Source: an optimization exercise on an open RTL-to-GDS flow (aim: small area). Production flows keep margins and buffers that such runs may drop. Power figures rest on the tool's default switching activity, not on a simulated workload.

Setup of before:
## requant_top
module requant_top
#(
    parameter int DN     = 6,
    parameter int GROUPS = 4
) (
    input  logic                        clk,
    input  logic                        rst_n,
    input  logic [DN*ACC_W-1:0]         acc_data,
    input  logic                        acc_valid,
    input  logic [$clog2(GROUPS)-1:0]   grp,
    input  logic [SHIFT_W-1:0]          n,
    input  logic                        relu_en,
    input  logic                        scale_we,
    input  logic [$clog2(GROUPS)-1:0]   scale_addr,
    input  logic [DN*MANT_W-1:0]        scale_wdata,
    output logic [DN*ACT_W-1:0]         act_data,
    output logic                        act_valid
);
    logic [DN*MANT_W-1:0] rd_scale;
    logic                 rd_zero;
    scale_table #(
        .DN          (DN),
        .GROUPS      (GROUPS)
    ) u_scale_table (
        .clk         (clk),
        .rst_n       (rst_n),
        .scale_we    (scale_we),
        .scale_addr  (scale_addr),
        .scale_wdata (scale_wdata),
        .grp         (grp),
        .rd_scale    (rd_scale),
        .rd_zero     (rd_zero)
    );
    logic relu_q;
    logic zero_q;
  ...
==> flow/config.mk <==
export PLATFORM = sky130hd
export DESIGN_NAME = requant_top
export DESIGN_NICKNAME = requant_top
export VERILOG_FILES = /design/flow/design.v
export SDC_FILE = /design/flow/constraint.sdc
export NUM_CORES = 4
export LEC_CHECK = 0
export CAP_MARGIN = 20
export CORE_MARGIN = 2
export CORE_UTILIZATION = 40
export GPL_TIMING_DRIVEN = 0
export SLEW_MARGIN = 20
export SYNTH_HIERARCHICAL = 1
==> flow/constraint.sdc <==
create_clock -name core_clock -period 6.5 [get_ports {clk}]
set_input_delay 1.3000 -clock core_clock [delete_from_list [all_inputs] [get_ports {clk}]]
set_output_delay 1.3000 -clock core_clock [all_outputs]
set_load 0.01 [all_outputs]
standard.sh (not shown) runs the stock make flow with config.mk's settings and CLKGATE_MAP_FILE= SYNTH_SCRIPT=/design/flow/synth_recipe.tcl, a recipe that flattens the netlist after the stock synthesis.
==> flow/flow/run.sh <==
#!/bin/bash
set -euo pipefail
here=$(pwd)
export BUFFER_PORTS_ARGS="-buffer_cell sky130_fd_sc_hd__buf_1"
export CTS_ARGS="-sink_clustering_enable -repair_clock_nets -dont_use_dummy_load -buf_list sky130_fd_sc_hd__clkbuf_4 -sink_clustering_size 10 -sink_clustering_max_diameter 50"
export RECOVER_POWER=100
export POST_GLOBAL_ROUTE_TCL="$here/flow/post_grt.tcl"
bash standard.sh > standard.log 2>&1
==> flow/flow/post_grt.tcl <==
# after power recovery: fix any slew / capacitance limit it broke, and any
# setup path it slowed too far, then legalize and reroute what changed
global_route -start_incremental
repair_design -slew_margin $::env(SLEW_MARGIN) -cap_margin $::env(CAP_MARGIN)
repair_timing -setup -setup_margin 0.05 -repair_tns 100
detailed_placement
global_route -end_incremental
estimate_parasitics -global_routing
report_check_types -max_slew -max_capacitance -violators
report_worst_slack -max
before completed end to end with timing, DRC and antenna clean.
Relative to before, the following input files were edited for after:
--- a/flow/flow/run.sh
+++ b/flow/flow/run.sh
@@ -6,3 +6,4 @@
 export RECOVER_POWER=100
 export POST_GLOBAL_ROUTE_TCL="$here/flow/post_grt.tcl"
+export PRE_GLOBAL_PLACE_TCL="$here/flow/pre_gpl.tcl"
 bash standard.sh > standard.log 2>&1
==> flow/flow/pre_gpl.tcl (new file) <==
# drop the buffers synthesis inserted; placement-aware repair re-buffers
# where a net needs it
remove_buffers
The overall power consumption of after falls short of that of before by 200 µW. Delta (after minus before): non-clock buffer count -148, total number of nets in the final design decreased by 146 relative to the old numbers. Between before and after, the clock distribution power does not differ in any meaningful way. | initial antenna violation count | higher: before |. In after the maximum clock rate turned out about 0.35% lower than in before. Final instance area: lower on after. Wire: after routes less than before. Between before and after, the flow reports count of placed standard cells in the final layout, fillers left out decreasing by a few percent. Sort before and after by detailed route wirelength on metal2 desc -> top: before. Global-route usage ended up 0.41 points lower on after than on before.
No functional check of the RTL was part of any run of this note.


requant_top, a different RTL version from the one above (not shown whole).
For scale: about 4100 cells after synthesis, about 250 I/O pins.
make LEC_CHECK=0 CAP_MARGIN=20 CORE_MARGIN=2 CORE_UTILIZATION=40 GPL_TIMING_DRIVEN=0 SLEW_MARGIN=20 finish   # period 6.5 ns
run.sh (not shown) runs the stock make flow with config.mk's settings and CLKGATE_MAP_FILE= SYNTH_SCRIPT=/design/flow/synth_recipe.tcl, a recipe that flattens the netlist after the stock synthesis.
Stock flow here: none of the scripts above is used.
The baseline finished with negative setup slack left.
Then changed:
- GPL_TIMING_DRIVEN: 0 -> not set
=> The changed run completed and failed the layout checks on negative setup slack. Wire length went down by 5.9%. Synthesized area is unchanged. Sequential share of layout area shrinks by 0.81 points. Cell count rises by 5.6%. Setup slack gets better by 0.050 ns. Via count rose by 0.80%. Die area does not change. Register-to-register slack gets better by 0.14 ns. Clock power climbs by about 3%. Final area increases by 4.1%. Combinational power went up by about 10%.
Function was not checked in any run of this note: the RTL went through the layout flow alone.

## port drivers added, routing unchanged
How much do the figures lean on ideal ports? The routed layouts below were timed once more, with nothing changed but the port constraints. Step 1 (the two cells are an assumption about what drives the block):
set clk [get_ports {clk}]
set_driving_cell -lib_cell sky130_fd_sc_hd__clkbuf_16 $clk
set_driving_cell -lib_cell sky130_fd_sc_hd__buf_2 [delete_from_list [all_inputs] $clk]
Step 2 times the ports against the registers' clock, not the clock port: input delays grow and output delays shrink by t, the midpoint of the rising clock arrivals with the driver on. Slacks: no drivers / after step 1 / after step 2; pairs: no drivers / after step 1.
| run | shift t [ns] | slack for setup (ns) | worst setup path at the end |
|---|---|---|---|
| before | 0.787 | 0.220 / 0.249 / -0.538 | input to register |
| after | 0.781 | 0.198 / 0.227 / -0.554 | input to register |
| the first run of note 2 | 0.639 | -0.277 / -0.340 / -0.439 | input to register |
| the second run of note 2 | 0.637 | -0.227 / -0.287 / -0.447 | input to register |
Met with ideal ports but missed after step 2: setup timing in before and after. The setup slack of before, which loses most, moves by +0.029 ns with the drivers and by -0.758 ns with both steps.
